What follows belongs to an exercise in optimizing a design on an open flow for small area, a short achievable clock period and few clock cycles per item; a production flow would make more cautious choices. No run shown here included a check of the RTL's function; only the layout flow was run.

==> flow/design.v (outline; a module is shown in full before it is edited, if it fits) <==
// module float_mul_pipe: 1341 lines
// module fmul_pfx_gp: 7 lines
// module fmul_pfx_g: 6 lines
// module fmul_fa: 6 lines
// module fmul_ha: 6 lines
// module fmul_and2: 6 lines
module float_mul_pipe #(
  parameter int E_BIT = 8,
  parameter int F_BIT = 23,
  parameter int TAG_W = 4
) (
  input  logic                 clk,
  input  logic                 rst,
  input  logic                 in_valid,
  output logic                 in_ready,
  input  logic [E_BIT+F_BIT:0] in_a,
  input  logic [E_BIT+F_BIT:0] in_b,
  input  logic [TAG_W-1:0]     in_tag,
  output logic                 out_valid,
  input  logic                 out_ready,
  output logic [E_BIT+F_BIT:0] out_p,
  output logic [TAG_W-1:0]     out_tag,
  output logic [3:0]           out_flags
);
  // ...
==> flow/run.sh <==
#!/bin/bash
# synth_recipe.tcl (not shown) runs the flow's synth.tcl, then flattens the netlist and writes it again
# the make line also repeats each setting of config.mk as NAME=value (left out here)
make -C /OpenROAD-flow-scripts/flow DESIGN_CONFIG=/design/flow/config.mk WORK_HOME=/design/flow/orfs CLKGATE_MAP_FILE= SYNTH_SCRIPT=/design/flow/synth_recipe.tcl finish
==> flow/config.mk <==
export PLATFORM = sky130hd
export DESIGN_NAME = float_mul_pipe
export DESIGN_NICKNAME = float_mul_pipe
export VERILOG_FILES = /design/flow/design.v
export SDC_FILE = /design/flow/constraint.sdc
export NUM_CORES = 4
export LEC_CHECK = 0
export CAP_MARGIN = 20
export CORE_MARGIN = 2
export CORE_UTILIZATION = 70
export SETUP_SLACK_MARGIN = 4.0
export SLEW_MARGIN = 20
export SYNTH_HIERARCHICAL = 1
export SYNTH_MINIMUM_KEEP_SIZE = 0
==> flow/constraint.sdc <==
create_clock -name core_clock -period 8.0 [get_ports {clk}]
set_input_delay 1.6000 -clock core_clock [delete_from_list [all_inputs] [get_ports {clk}]]
set_output_delay 1.6000 -clock core_clock [all_outputs]
set_load 0.01 [all_outputs]
==> run_results.csv, run 1 <==
group,metric,value,unit
layout,syn_to_final_growth,15.5,%
layout,antennaDiodeCount,1,
worst_setup_path,path_class,"register to register",
synth,synth.most_common_cell,"xnor2_1",
detailed_routing,vias_per_cell,6.88,
detailed_routing,wl_met1,25200,µm
clock_network,worstSkewPairLatency,0.56,ns
placement,gp_congestion,0.914,
timing,fmax,0.244,GHz
layout,final_net_count,2672,
layout,final_cell_mix,"xnor2_1 (344), fa_1 (265), a22oi_1 (264)",
floorplan,core_area,32700,µm²
grt,grt_use_met3,0.134,
layout,layout_commonest_cell,"xnor2_1",
grt,grt_pass1_vias,18700,
worst_setup_path,crit_start,"r1_s[10]",
layout,clkCellAreaFrac,0.0325,
synth,synth-compound-area-share,0.154,
layout,multi_input_gates,1687,
worst_setup_path,cp.required,8.35,ns
synth,synth-simple-area-share,0.0841,
grt,grtUsageMet2,0.593,
layout,utilization,0.824,
worst_setup_path,r2r_slack,3.91,ns
synth,async_flop_share,0.0138,
layout,sh_seq_area,0.241,
layout,drive_gt1_frac,0.117,
floorplan,ioPinCount,114,
grt,grt.total_usage,0.384,
clock_network,cts_root_buf,"clkbuf_16",
synth,synthAdderAreaFrac,0.292,
clock_network,ctsResizeCount,58,
floorplan,core.rowCount,66,
outcome,status,"no timing/DRC/antenna violations",
clock_network,cts_buffers,24,
timing,hold_ws,0.418,ns
==> inputs of run 2 (changes only) <==
--- a/flow/config.mk
+++ b/flow/config.mk
@@ -9,4 +9,5 @@
 export CORE_MARGIN = 2
 export CORE_UTILIZATION = 70
+export CTS_BUF_LIST = sky130_fd_sc_hd__clkbuf_4 sky130_fd_sc_hd__clkbuf_8
 export SETUP_SLACK_MARGIN = 4.0
 export SLEW_MARGIN = 20
==> run 2 against run 1 <==
Effect of this change: design area fell by 0.92%; via count fell by 0.33%; worst hold slack got worse by 0.025 ns; non-clock buffer count decreased by 5; cell count grew 0.75%; synthesized area stayed put; critical path depth is 8 lower; worst setup slack improved by 0.066 ns; critical endpoint is now r1_s[25]; highest routed layer unchanged.
==> run_results.csv, run 2 <==
group,metric,value,unit
outcome,status,"no timing/DRC/antenna violations",
synth,ys_warn_count,8,
detailed_routing,vias,18400,
clock_network,cts_buffers,38,
worst_setup_path,crit_top_cell,"fa_1",
synth,syn_avg_cell_area,11.2,µm²
worst_setup_path,path_delay_family,"adder cells",
floorplan,ioPinCount,114,
placement,hpwlAfterDp,42200,µm
synth,syn-instance-count,2083,
worst_setup_path,slowest_delay,0.85,ns
grt,grt_overflow,0,
floorplan,initial_core_util,0.713,
grt,grt_pass1_vias,18900,
layout,syn_to_final_growth,14.5,%
detailed_routing,drt-total-wl,69400,µm
synth,ys_ff_latch,217,
floorplan,core_area,32700,µm²
worst_setup_path,end_kind,"register",
detailed_routing,drtAntennaViolNets,0,
synth,async_flop_share,0.0138,
layout,top_regs,"r1_c (38), r1_s (38), r_p (32)",
synth,synth_xor_xnor_area_share,0.155,
synth,synth-edff-count,214,
clock_network,cts_root_buf,"clkbuf_8",
synth,synth_top_family_by_area,"adder cells",
placement,port_buffers,113,
detailed_routing,wl_per_cell,25.7,µm
layout,num-fill-cells,1938,
timing,slew_violations,0,
worst_setup_path,r2r_slack,3.97,ns
synth,syn-cell-area,23300,µm²
clock_network,worstSkewPairLatency,0.64,ns
timing,rsz0062_at_grt,"true",
timing,fin_crit_sh,0.503,
timing,setup_tns,0,ns
timing,post-route-min-period,4.03,ns
timing,skew,0.0609,ns
worst_setup_path,worstPathCellList,"a22oi_1 > xnor2_1 > fa_1 > fa_1 > fa_1 > fa_1 > fa_1",
layout,finalNonFillerCells,2697,
synth,netlist.area_leader.share,0.275,
worst_setup_path,start_kind,"register",
timing,relSlewSlack,0.370,
synth,synth-simple-area-share,0.0841,
grt,grt_pass1_wl,104000,µm
synth,synth.area.mux_share,0.00274,
worst_hold_path,worstHoldPathType,"register to register",
floorplan,die_area,34800,µm²
worst_setup_path,slowest_stage,"edfxtp_1",
synth,yosysSeqAreaShare,0.279,
synth,synth-compound-area-share,0.154,
timing,hold_ws,0.393,ns
layout,layout_commonest_cell,"xnor2_1",
timing,hold_viol,0,
detailed_routing,vias_per_cell,6.81,
timing,worst_slack,3.97,ns
floorplan,core.rowCount,66,
floorplan,die_x,187,µm
timing,final-setup-viol-count,0,
synth,netlist-cell-type-count,69,
detailed_routing,firstDrtPassIters,10,
clock_network,clkTransAtPathRegs,0.09,ns
timing,fmax,0.248,GHz
layout,utilization,0.816,
layout,final_net_count,2681,
detailed_routing,drc,0,
synth,synth_top_cell_by_area,"edfxtp_1",
placement,place_ws,2.90,ns
synth,synth_top_cells_by_count,"xnor2_1 (344), fa_1 (266), a22oi_1 (264)",
synth,synth.most_common_cell,"xnor2_1",
synth,synthAdderAreaFrac,0.292,
placement,placed_area,24800,µm²
worst_setup_path,cp.required,8.32,ns
grt,grt_max_degree,76,
layout,final_cell_mix,"xnor2_1 (344), fa_1 (265), a22oi_1 (264)",
clock_network,cts.sinks,217,
floorplan,die_h,187,µm
worst_setup_path,path_buf_inv,0,
flow_run,max-cap-violations,0,
grt,grt.total_usage,0.390,
worst_setup_path,arrival,4.35,ns
layout,drive_gt1_frac,0.114,
layout,fin_area,26700,µm²
placement,gp_congestion,0.914,
worst_setup_path,path_class,"register to register",
detailed_routing,first_iter_violations,2201,
placement,dpl.cell_count,2537,
timing,worst_pin_slew,0.945,ns
worst_setup_path,cp_max_fo,14,
grt,antenna_found_initial,6,
synth,ys_dominant_reg_cell,"edfxtp_1",
clock_network,tritoncts,"done",
synth,yosys-top-cells-area,"edfxtp_1 (28%), fa_1 (23%), xnor2_1 (13%)",
clock_network,clockBufferDepth,3,
clock_network,htreeDepth,2,
==> run 2: final timing paths <==
path                          start  endpoint  cells past startpoint
hold reg to reg            r0_ex[2]  r1_ex[2]                      0
max in group asynchronous       rst      r_ov                      2
setup / recovery           r0_fa[3]  r1_s[25]                      7
min in group asynchronous       rst      r_v0                      2
setup reg to reg           r0_fa[3]  r1_s[25]                      7
hold / removal             r0_ex[2]  r1_ex[2]                      0
==> run 2: cell type report <==
| cell class | count | area, µm² | area share |
|---|---|---|---|
| multi-input cells | 1687 | 16400 | 0.616 |
| flip-flops and latches | 217 | 6500 | 0.244 |
| repair buffers | 240 | 2280 | 0.0852 |
| clock buffers | 47 | 591 | 0.0221 |
| well taps | 442 | 553 | 0.0207 |
| clock inverters | 20 | 171 | 0.00642 |
| inverters | 41 | 154 | 0.00576 |
| diodes | 3 | 7.51 | 0.000281 |
==> run 2: layer usage <==
metal / wire [µm] / global-route usage / up-vias
met2: 30700 / 0.592 / 1446
met3: 10000 / 0.143 / 370
li1: - / - / 7676
met5: 32 / 0 / -
met1: 25000 / 0.501 / 8868
met4: 3680 / 0.185 / 4
==> run 2: repair_timing <==
action / in CTS / in global routing
resized for setup: 48 / 45
pin swaps: 14 / 16
setup buffers: 36 / 46
gates cloned: 7 / 0
endpoints found under the setup margin: 142 / 55
hold buffers: 0 / 0
==> run 2: per-module statistics from Yosys (local to each module, per instance) <==
module          cell area, µm²  flops+latches  times used  cells
fmul_fa                   20.0              0         264      1
fmul_ha                   12.5              0          33      1
fmul_and2                 6.26              0          45      1
fmul_pfx_g                7.51              0          33      1
fmul_pfx_gp               13.8              0          59      2
float_mul_pipe           16300            217           1   1590
==> run 2: cell families after synthesis <==
group	count (synthesis)
fa+ha+maj	384
buf+inv	196
flops	217
other cells	2
xor+xnor	410
mux	6
simple gates	368
compound gates	500
==> inputs of run 3 (changes only) <==
==> flow/flow/run.sh (new file) <==
#!/bin/bash
# The standard layout, with plain buf_1 cells (instead of the delay cells that
# buffer_ports picks by default) as the buffers on the input and output ports.
set -euo pipefail
bash standard.sh "BUFFER_PORTS_ARGS=-buffer_cell sky130_fd_sc_hd__buf_1" finish > flow_make.log 2>&1
==> flow/standard.sh (new file) <==
#!/bin/bash
# synth_recipe.tcl (not shown) runs the flow's synth.tcl, then flattens the netlist and writes it again
# the make line also repeats each setting of config.mk as NAME=value (left out here)
make -C /OpenROAD-flow-scripts/flow DESIGN_CONFIG=/design/flow/config.mk WORK_HOME=/design/flow/orfs CLKGATE_MAP_FILE= SYNTH_SCRIPT=/design/flow/synth_recipe.tcl "${@:-finish}"
removed: flow/run.sh
==> run 3 against run 2 <==
Effect of this change: highest routed layer unchanged; clock skew shrank 0.014 ns; cell count up 0.22%; global-route usage decreased by 1.0 points; largest cell class unchanged; synthesized cell count unchanged.
==> run_results.csv, run 3 <==
group,metric,value,unit
clock_network,worstSkewPairLatency,0.62,ns
detailed_routing,first_iter_violations,2101,
detailed_routing,vias_per_cell,6.82,
synth,synthAdderAreaFrac,0.292,
placement,port_buffers,113,
synth,yosys-top-cells-area,"edfxtp_1 (28%), fa_1 (23%), xnor2_1 (13%)",
synth,netlist-cell-type-count,69,
worst_setup_path,start_kind,"register",
layout,syn_to_final_growth,11.9,%
synth,ys_dominant_reg_cell,"edfxtp_1",
grt,grt_pass1_vias,18600,
detailed_routing,vias,18400,
timing,hold_viol,0,
clock_network,cts_buffers,38,
synth,synth-edff-count,214,
timing,fin_crit_sh,0.505,
detailed_routing,drt-total-wl,67900,µm
grt,grt.total_usage,0.379,
floorplan,core_area,32700,µm²
synth,synth_xor_xnor_area_share,0.155,
worst_setup_path,cp_max_fo,13,
timing,final-setup-viol-count,0,
timing,fmax,0.247,GHz
floorplan,die_h,187,µm
floorplan,die_area,34800,µm²
clock_network,clkTransAtPathRegs,0.06,ns
layout,layout_commonest_cell,"xnor2_1",
synth,synth-compound-area-share,0.154,
floorplan,die_x,187,µm
detailed_routing,drc,0,
synth,synth.most_common_cell,"xnor2_1",
synth,synth-simple-area-share,0.0841,
worst_hold_path,worstHoldPathType,"register to register",
worst_setup_path,arrival,4.38,ns
layout,final_net_count,2687,
synth,netlist.area_leader.share,0.275,
flow_run,max-cap-violations,0,
timing,hold_ws,0.389,ns
synth,synth_top_cells_by_count,"xnor2_1 (344), fa_1 (266), a22oi_1 (264)",
clock_network,tritoncts,"done",
grt,grt_pass1_wl,102000,µm
detailed_routing,firstDrtPassIters,7,
synth,ys_ff_latch,217,
layout,utilization,0.798,
synth,async_flop_share,0.0138,
timing,setup_tns,0,ns
worst_setup_path,path_class,"register to register",
synth,ys_warn_count,8,
synth,synth.area.mux_share,0.00274,
clock_network,htreeDepth,2,
clock_network,clockBufferDepth,3,
timing,worst_pin_slew,0.921,ns
detailed_routing,drtAntennaViolNets,0,
synth,syn_avg_cell_area,11.2,µm²
clock_network,cts_root_buf,"clkbuf_8",
synth,synth_top_family_by_area,"adder cells",
timing,slew_violations,0,
synth,syn-cell-area,23300,µm²
floorplan,initial_core_util,0.713,
timing,skew,0.0470,ns
clock_network,cts.sinks,217,
synth,yosysSeqAreaShare,0.279,
outcome,status,"no timing/DRC/antenna violations",
layout,finalNonFillerCells,2703,
synth,synth_top_cell_by_area,"edfxtp_1",
grt,grt_max_degree,69,
placement,hpwlAfterDp,41200,µm
worst_setup_path,end_kind,"register",
detailed_routing,wl_per_cell,25.1,µm
layout,final_cell_mix,"xnor2_1 (344), fa_1 (265), a22oi_1 (264)",
timing,post-route-min-period,4.04,ns
placement,dpl.cell_count,2537,
grt,antenna_found_initial,3,
grt,grt_overflow,0,
timing,worst_slack,3.96,ns
timing,relSlewSlack,0.384,
timing,rsz0062_at_grt,"false",
placement,gp_congestion,0.967,
worst_setup_path,cp.required,8.34,ns
layout,drive_gt1_frac,0.116,
layout,top_regs,"r1_c (38), r1_s (38), r_p (32)",
floorplan,core.rowCount,66,
placement,place_ws,3.05,ns
synth,syn-instance-count,2083,
floorplan,ioPinCount,114,
## run 3: cell counts after synthesis
No cell type changed its count.
## run 3: worst paths after layout
kind,endpoint,cells after the start,from,slack (ns)
worst max-delay path,r1_s[28],7,r0_two[6],3.96
worst min-delay path,r1_ex[6],0,r0_ex[6],0.39
worst max register to register,r1_s[28],7,r0_two[6],3.96
worst min register to register,r1_ex[6],0,r0_ex[6],0.39
max in group asynchronous,r_v1,2,rst,7.02
min in group asynchronous,r_v0,2,rst,0.86
## run 3: final cells by class
type	instances	area, µm²
tap	442	553
multi-input combinational	1686	16500
timing repair buffer	247	1620
sequential	217	6500
clock inverter	18	154
inverter	41	154
antenna	2	5.00
clock buffer	50	638
fill	2100	6590
## run 3: cells by family (layout without fill, tap and decap cells)
group | after synthesis | in the layout
AO/OA/AOI/OAI | 500 | 502
other | 2 | 14
multiplexers | 6 | 6
XOR/XNOR | 410 | 412
AND/OR/NAND/NOR | 368 | 370
buffers and inverters | 196 | 356
flip-flops | 217 | 217
adder cells (fa/ha/maj) | 384 | 384
## run 3: repair_timing
item                       CTS  global route
gates resized for setup     22            34
hold buffers                 0             0
buffers inserted            20            70
setup endpoints to repair   65            58
pin swaps                    3            17
gates cloned                 4             2
## run 3: metal layers
metal  GRT usage  up-vias  part of all wire
li1            -     7685                 -
met1       0.497     9017              0.37
met2       0.574     1408              0.44
met3       0.138      309              0.13
met4       0.164        6             0.046
met5           0        -            0.0012
## run 3: modules after synthesis, one instance, submodules excluded
module          cells  area, µm²  flops+latches  copies in the design
fmul_and2           1       6.26              0                    45
fmul_pfx_gp         2       13.8              0                    59
fmul_ha             1       12.5              0                    33
fmul_fa             1       20.0              0                   264
fmul_pfx_g          1       7.51              0                    33
float_mul_pipe   1590      16300            217                     1
## run 3: through the flow
step,area (µm²)
3_5_place_dp,24100
6_report,26100
5_1_grt,26100
4_1_cts,25300
3_3_place_gp,24100
2_1_floorplan,23400
## run 3: worst max-delay path: stages, from the launching register on
cell	delay, ns
edfxtp_1	0.81
a22oi_1	0.20
xnor2_1	0.26
fa_1	0.47
fa_1	0.56
fa_1	0.41
fa_1	0.61
fa_1	0.49

static timing again, ports no longer ideal:
In the flow no input, the clock included, has a driving cell. The finished layouts below were timed again as built, in two steps. Step 1 sets driving cells, clkbuf_16 on the clock port and buf_2 on the other inputs (assumed; they add their load-dependent delay and slew). Step 2 also shifts input and output timing later by t, the mid clock arrival at the registers, as if the neighbouring blocks saw the same clock. Three values: ideal, step 1, step 2; two values: the first two.
run | t (ns) | slack for setup (ns) | worst slew at a driven data input, ns | pins driven straight from the clock port
run 1 | 0.599 | 3.907 / 3.907 / 3.497 | 0.07 | 1
run 2 | 0.664 | 3.973 / 3.973 / 3.423 | 0.07 | 1
run 3 | 0.645 | 3.958 / 3.958 / 3.419 | 0.08 | 1
After both steps setup and hold are still met in every run listed. For run 2, which loses most, drivers alone change the setup slack by 0.000 ns; drivers and shift together by -0.550 ns.
